This design comes from an exercise in tuning for small area, a short achievable clock period and few clock cycles per item on the open sky130 flow, not from production work. Where RTL was checked, it was by simulation tests only, not by an equivalence proof against the original. Power is estimated from default activity; no workload was simulated.

==> build 37 <==
==> flow/design.v <==
`default_nettype none
package fixflo_pkg;
  localparam int DATA_W = 16;
  localparam int FRAC_W = 8;    
  localparam int MAN_W    = 10;
  localparam int EXP_W    = 5;
  localparam int EXP_BIAS = 15;
  localparam int EXP_MAX  = 31;
  localparam logic [DATA_W-1:0] QNAN = 16'h7E00;
  localparam int ADR_W = 3;
  localparam logic [ADR_W-1:0] REG_A      = 3'd0;
  localparam logic [ADR_W-1:0] REG_B      = 3'd1;
  localparam logic [ADR_W-1:0] REG_CTRL   = 3'd2;  
  localparam logic [ADR_W-1:0] REG_RESULT = 3'd3;
  localparam logic [ADR_W-1:0] REG_STATUS = 3'd4;
  localparam int STAT_FLAGS_LSB = 0;
  localparam int STAT_DONE      = 8;
  typedef enum logic [1:0] {
    OP_FIX_ADD = 2'd0,
    OP_FIX_MUL = 2'd1,
    OP_FLT_MUL = 2'd2
  } op_e;   
  typedef struct packed {
    logic overflow;
    logic zero;
    logic nan;
    logic prec_lost;
  } flags_t;
endpackage
`default_nettype wire
`timescale 1ns/1ps
`default_nettype none
module fixflo_top (
  input  logic                          clk,
  input  logic                          reset,
  input  logic                          wb_cyc,
  input  logic                          wb_stb,
  input  logic                          wb_we,
  input  logic [fixflo_pkg::ADR_W-1:0]  wb_adr,
  input  logic [fixflo_pkg::DATA_W-1:0] wb_dat_i,
  output logic [fixflo_pkg::DATA_W-1:0] wb_dat_o,
  output logic                          wb_ack
);
  localparam logic [1:0] OP_ADD = 2'd0;
  localparam logic [1:0] OP_MUL = 2'd1;
  localparam logic [1:0] OP_FLT = 2'd2;
  logic [15:0] reg_a, reg_b;
  logic [15:0] res;         
  logic [3:0]  flags;       
  logic        done;
  logic        busy;        
  logic        fin;         
  logic [1:0]  op;
  logic [2:0]  cnt;         
  logic [15:0] acc;
  logic        sticky;
  logic        c_flt, c_add, c_keep;
  logic [1:0]  d;
  logic req, acc_en, wr, rd_result, ctrl_wr;
  logic [1:0] opc;
  assign req       = wb_cyc & wb_stb;
  assign acc_en    = req & ~wb_ack;
  assign wr        = acc_en & wb_we;
  assign rd_result = acc_en & ~wb_we & (wb_adr == fixflo_pkg::REG_RESULT);
  assign opc       = wb_dat_i[1:0];
  assign ctrl_wr   = wr & (wb_adr == fixflo_pkg::REG_CTRL);
  logic [15:0] x;
  logic [15:0] acc_in;
  logic [17:0] sum;
  assign x      = c_flt ? {6'b000001, reg_a[9:0]} : reg_a;
  assign acc_in = (acc & {16{c_keep}}) | (reg_b & {16{c_add}});
  assign sum    = {2'b00, acc_in} + ({2'b00, x} & {18{d[0]}}) + ({1'b0, x, 1'b0} & {18{d[1]}});
  logic last;
  always_comb
    case (op)
      OP_MUL:  last = (cnt == 3'd7);
      OP_FLT:  last = (cnt == 3'd4);
      default: last = 1'b1;
    endcase
  logic       busy_st, fin_st;
  logic [2:0] cnt_st;
  always_comb
  begin
    busy_st = busy;
    fin_st  = fin;
    cnt_st  = cnt;
    if (reset || fin)
    begin
      busy_st = 1'b0;
      fin_st  = 1'b0;
      cnt_st  = 3'd0;
    end
    else if (busy)
    begin
      cnt_st = cnt + 3'd1;
      fin_st = last;
    end
  end
  logic       st_step;
  logic       st_flt, st_add, st_keep;
  logic [1:0] st_d;
  logic       ln_flt, ln_add, ln_keep;
  logic [1:0] ln_d;
  assign st_step = busy_st & ~fin_st;
  assign st_flt  = st_step & (op == OP_FLT);
  assign st_add  = st_step & (op == OP_ADD);
  assign st_keep = st_step & (cnt_st != 3'd0);
  assign st_d    = st_add ? 2'b01 : reg_b[2*cnt_st +: 2];
  assign ln_flt  = (opc == OP_FLT);
  assign ln_add  = (opc == OP_ADD);
  assign ln_keep = (opc == OP_MUL);
  assign ln_d    = ln_add ? 2'b01 : ln_keep ? reg_b[3:2] : reg_b[1:0];
  logic go;                   
  assign go = ctrl_wr & ~reset;
  logic        sr;
  logic [4:0]  ea, eb;
  logic [9:0]  fa, fb;
  logic        a_zero, b_zero, a_inf, b_inf, a_nan, b_nan;
  logic [5:0]  e_sum;
  logic [5:0]  e_unb;
  logic        c_nan, c_inf, c_zero;
  logic [11:0] pre;           
  assign sr     = reg_a[15] ^ reg_b[15];
  assign ea     = reg_a[14:10];
  assign eb     = reg_b[14:10];
  assign fa     = reg_a[9:0];
  assign fb     = reg_b[9:0];
  assign a_zero = (ea == 5'd0);
  assign b_zero = (eb == 5'd0);
  assign a_inf  = (ea == 5'd31) & (fa == 10'd0);
  assign b_inf  = (eb == 5'd31) & (fb == 10'd0);
  assign a_nan  = (ea == 5'd31) & (fa != 10'd0);
  assign b_nan  = (eb == 5'd31) & (fb != 10'd0);
  assign c_nan  = a_nan | b_nan | (a_inf & b_zero) | (b_inf & a_zero);
  assign c_inf  = a_inf | b_inf;
  assign c_zero = a_zero | b_zero;
  assign e_sum  = {1'b0, ea} + {1'b0, eb};
  assign e_unb  = {1'b0, ea + eb + 5'd17};    
  logic ovf0, ovf1, uf0, uf1;
  assign ovf0 = (e_sum >= 6'd46);
  assign ovf1 = (e_sum >= 6'd45);
  assign uf0  = (e_sum <  6'd16);
  assign uf1  = (e_sum <  6'd15);
  assign pre = {c_nan,
                ~c_nan & (c_inf | (~c_zero & ovf0)),
                ~c_nan & (c_inf | (~c_zero & ovf1)),
                ~c_nan & ~c_inf & (c_zero | uf0),
                ~c_nan & ~c_inf & (c_zero | uf1),
                ~c_zero & uf0,
                ~c_zero & uf1,
                e_unb[4:0]};
  logic [11:0] s_top;         
  logic        n;
  logic [9:0]  mant;
  logic [4:0]  f_exp;
  logic        f_nan, f_inf, f_zero, f_uf;
  logic [15:0] f_res;
  logic [3:0]  f_flags;
  assign s_top  = acc[11:0] + {1'b1, fa};    
  assign n      = s_top[11];
  assign mant   = n ? s_top[10:1] : s_top[9:0];
  assign f_exp  = n ? res[4:0] + 5'd1 : res[4:0];
  assign f_nan  = res[11];
  assign f_inf  = n ? res[9] : res[10];
  assign f_zero = n ? res[7] : res[8];
  assign f_uf   = n ? res[5] : res[6];
  always_comb
  begin
    if (f_nan)
      f_res = fixflo_pkg::QNAN;
    else if (f_inf)
      f_res = {sr, 5'h1F, 10'h0};
    else if (f_zero)
      f_res = {sr, 15'h0};
    else
      f_res = {sr, f_exp, mant};
  end
  assign f_flags = {f_inf, f_zero, f_nan,
                    f_uf | (~f_nan & ~f_inf & ~f_zero & (sticky | (n & s_top[0])))};
  logic [15:0] res_nx;
  logic [3:0]  flags_nx;      
  always_comb
  begin
    case (op)
      OP_MUL:
      begin
        res_nx   = {acc[7:0], res[7:0]};
        flags_nx = {(|acc[15:8]), (res_nx == 16'h0), 1'b0, sticky};
      end
      OP_FLT:
      begin
        res_nx   = f_res;
        flags_nx = f_flags;
      end
      default:
      begin
        res_nx   = {acc[13:0], res[7:6]};
        flags_nx = {acc[14], (res_nx == 16'h0), 2'b00};
      end
    endcase
  end
  always_ff @(posedge clk)
  begin
    acc    <= sum[17:2];
    busy   <= go ? (opc != 2'd3) : busy_st;
    fin    <= go ? 1'b0 : fin_st;
    op     <= go ? opc : op;
    cnt    <= go ? {2'b00, ln_keep} : cnt_st;
    c_flt  <= go ? ln_flt : st_flt;
    c_add  <= go ? ln_add : st_add;
    c_keep <= go ? ln_keep : st_keep;
    d      <= go ? ln_d : st_d;
    if (reset)
    begin
      wb_ack <= 1'b0;
      reg_a  <= '0;
      reg_b  <= '0;
      res    <= '0;
      flags  <= '0;
      done   <= 1'b0;
    end
    else
    begin
      wb_ack <= acc_en;
      if (wr && wb_adr == fixflo_pkg::REG_A) reg_a <= wb_dat_i;
      if (wr && wb_adr == fixflo_pkg::REG_B) reg_b <= wb_dat_i;
      if (rd_result) done <= 1'b0;
      if (fin)
      begin
        res   <= res_nx;
        flags <= flags_nx;
        done  <= 1'b1;
      end
      else if (busy)
      begin
        if ((op == OP_MUL && cnt[2]) || op == OP_ADD)
          res[7:0] <= {sum[1:0], res[7:2]};
        if (op == OP_FLT)
          res[11:0] <= pre;
      end
    end
    if (!busy || (!fin && (op == OP_FLT || !cnt[2])))
      sticky <= (c_keep & sticky) | (|sum[1:0]);
  end
  logic sel_a, sel_b, sel_res, sel_stat;
  always_ff @(posedge clk)
  begin
    sel_a    <= (wb_adr == fixflo_pkg::REG_A);
    sel_b    <= (wb_adr == fixflo_pkg::REG_B);
    sel_res  <= (wb_adr == fixflo_pkg::REG_RESULT);
    sel_stat <= (wb_adr == fixflo_pkg::REG_STATUS);
  end
  assign wb_dat_o = (reg_a & {16{sel_a}}) | (reg_b & {16{sel_b}}) | (res & {16{sel_res}}) |
                    ({7'd0, done, 4'd0, flags} & {16{sel_stat}});
endmodule
`default_nettype wire
==> flow/flow/run.sh <==
#!/bin/bash
set -euo pipefail
work=$(pwd)
{
  echo "include $work/config.mk"
  echo "export BUFFER_PORTS_ARGS = -buffer_cell sky130_fd_sc_hd__buf_2"
} > "$work/own_config.mk"
sed -e "s#DESIGN_CONFIG=[^ ]*#DESIGN_CONFIG=$work/own_config.mk MATCH_CELL_FOOTPRINT=0#" standard.sh > own_standard.sh
bash own_standard.sh > "$work/own_flow.log" 2>&1
==> flow/standard.sh <==
#!/bin/bash
# synth_recipe.tcl (not shown) runs the flow's synth.tcl, then flattens the netlist and writes it again
# the make line also repeats each setting of config.mk as NAME=value (left out here)
make -C /OpenROAD-flow-scripts/flow DESIGN_CONFIG=/design/flow/config.mk WORK_HOME=/design/flow/orfs CLKGATE_MAP_FILE= SYNTH_SCRIPT=/design/flow/synth_recipe.tcl "${@:-finish}"
==> flow/config.mk <==
export PLATFORM = sky130hd
export DESIGN_NAME = fixflo_top
export DESIGN_NICKNAME = fixflo_top
export VERILOG_FILES = /design/flow/design.v
export SDC_FILE = /design/flow/constraint.sdc
export NUM_CORES = 4
export LEC_CHECK = 0
export CAP_MARGIN = 20
export CORE_MARGIN = 2
export CORE_UTILIZATION = 40
export SETUP_SLACK_MARGIN = 4.5
export SLEW_MARGIN = 20
==> flow/constraint.sdc <==
create_clock -name core_clock -period 7.7 [get_ports {clk}]
set_input_delay 1.5400 -clock core_clock [delete_from_list [all_inputs] [get_ports {clk}]]
set_output_delay 1.5400 -clock core_clock [all_outputs]
set_load 0.01 [all_outputs]
==> inputs of trial 91, as changes to build 37 <==
--- a/flow/design.v
+++ b/flow/design.v
@@ -58,3 +58,3 @@
   logic [1:0]  d;
-  logic req, acc_en, wr, rd_result, ctrl_wr;
+  logic req, acc_en, wr, rd_result, ctrl_wr, ab_wr, b_wr;
   logic [1:0] opc;
@@ -66,2 +66,4 @@
   assign ctrl_wr   = wr & (wb_adr == fixflo_pkg::REG_CTRL);
+  assign b_wr      = wr & (wb_adr == fixflo_pkg::REG_B);
+  assign ab_wr     = wr & ((wb_adr == fixflo_pkg::REG_A) | (wb_adr == fixflo_pkg::REG_B));
   logic [15:0] x;
@@ -97,2 +99,4 @@
     end
+    else
+      cnt_st = {2'b00, ~ab_wr & (cnt == 3'd0)};
   end
@@ -103,11 +107,16 @@
   logic [1:0] ln_d;
+  logic [2:0]  ln_cnt;
   assign st_step = busy_st & ~fin_st;
-  assign st_flt  = st_step & (op == OP_FLT);
+  assign st_flt  = ~busy_st | (op == OP_FLT);
   assign st_add  = st_step & (op == OP_ADD);
-  assign st_keep = st_step & (cnt_st != 3'd0);
-  assign st_d    = st_add ? 2'b01 : reg_b[2*cnt_st +: 2];
-  assign ln_flt  = (opc == OP_FLT);
+  assign st_keep = (cnt_st != 3'd0);
+  assign st_d    = st_add    ? 2'b01 :
+                   busy_st   ? reg_b[2*cnt_st +: 2] :
+                   b_wr      ? wb_dat_i[1:0] :          
+                   cnt_st[0] ? reg_b[3:2] : reg_b[1:0];
+  assign ln_flt  = (opc == OP_FLT) | (opc == 2'd3);
   assign ln_add  = (opc == OP_ADD);
-  assign ln_keep = (opc == OP_MUL);
-  assign ln_d    = ln_add ? 2'b01 : ln_keep ? reg_b[3:2] : reg_b[1:0];
+  assign ln_keep = (opc == OP_FLT);
+  assign ln_cnt  = (opc == OP_FLT) ? cnt + 3'd1 : 3'd0;
+  assign ln_d    = ln_add ? 2'b01 : (opc == OP_FLT) ? (cnt[0] ? reg_b[5:4] : reg_b[3:2]) : reg_b[1:0];
   logic go;                   
@@ -207,3 +216,3 @@
     op     <= go ? opc : op;
-    cnt    <= go ? {2'b00, ln_keep} : cnt_st;
+    cnt    <= go ? ln_cnt : cnt_st;
     c_flt  <= go ? ln_flt : st_flt;
==> flow/flow/run.sh (replaced) <==
#!/bin/bash
set -euo pipefail
work=$(pwd)
{
  echo "include $work/config.mk"
  echo "export BUFFER_PORTS_ARGS = -buffer_cell sky130_fd_sc_hd__buf_2"
} > "$work/own_config.mk"
sed "s#DESIGN_CONFIG=[^ ]*#DESIGN_CONFIG=$work/own_config.mk#" standard.sh > own_standard.sh
bash own_standard.sh > "$work/own_flow.log" 2>&1
--- a/flow/config.mk
+++ b/flow/config.mk
@@ -7,2 +7,3 @@
 export LEC_CHECK = 0
+export ABC_AREA = 1
 export CAP_MARGIN = 20
@@ -10,2 +11,3 @@
 export CORE_UTILIZATION = 40
+export CTS_BUF_LIST = sky130_fd_sc_hd__clkbuf_8
 export SETUP_SLACK_MARGIN = 4.5
==> qor summary <==
metric	build 37	trial 91
Status	finished clean	finished clean
Int Power	0.752 mW	0.622 mW
GR Layer Usage met3	0.0368	0.0451
Detailed Routing Iterations Pass 1	7	5
Xor/xnor cell area share of the yosys netlist	0.0369	0.0300
Cell at the slowest stage of the critical path	sky130_fd_sc_hd__a222oi_1	sky130_fd_sc_hd__dfxtp_1
Global routing met2 resource utilization	0.385	0.395
Metal-1 WL	9540 um	11000 um
Sequential-cell power consumption	0.462 mW	0.481 mW
Post-layout net count	960	1174
CP Capture Point	wb_dat_o[4]	wb_dat_o[2]
Sequential share of power	0.470	0.530
Fraction of the mapped netlist area in compound gates	0.222	0.195
Final period demand of the worst path	3.13 ns	3.16 ns
DR WL met2	9840 um	10500 um
Number of fill cells in the layout	1649	1805
Die height	133 um	136 um
Post-route standard cell area excluding fillers	7540 sq um	7680 sq um
Largest stage delay on the critical path	0.58 ns	0.44 ns
DPL Wire Length	16400 um	18800 um
Wire per inst	20.0 um	18.3 um
Ratio of routed vias to standard cells	5.90	5.46
Signal buffers	56	50
Worst VDD drop	0.0000980 V	0.0000751 V
Testbench counts of trial 91, summed over its fixed seeds: cycles 31,048, ops 2,400.
For build 37, only the layout was checked, not whether the RTL still works.

afterwards: timing with drivers on the ports:
How much do the figures lean on ideal ports? The routed layouts below were timed once more, with nothing changed but the port constraints. Step 1: set_driving_cell puts a clkbuf_16 on clk and a buf_2 on each other input, an assumption about the parent block. Step 2 times the ports against the registers' clock, not the clock port: input delays grow and output delays shrink by t, the midpoint of the rising clock arrivals with the driver on. Three values: ideal ports, drivers, drivers and shift; two values: the first two.
| run | shift t [ns] | setup slack, ns | worst setup path at the end | worst register clock-pin slew, ns |
|---|---|---|---|---|
| build 37 | 0.397 | 4.570 / 4.526 / 4.239 | input to register | 0.07 / 0.07 |
| trial 91 | 0.422 | 4.542 / 4.506 / 4.241 | input to register | 0.10 / 0.10 |
After both steps setup and hold are still met in every run listed. The setup slack of build 37, which loses most, moves by -0.044 ns with the drivers and by -0.331 ns with both steps.
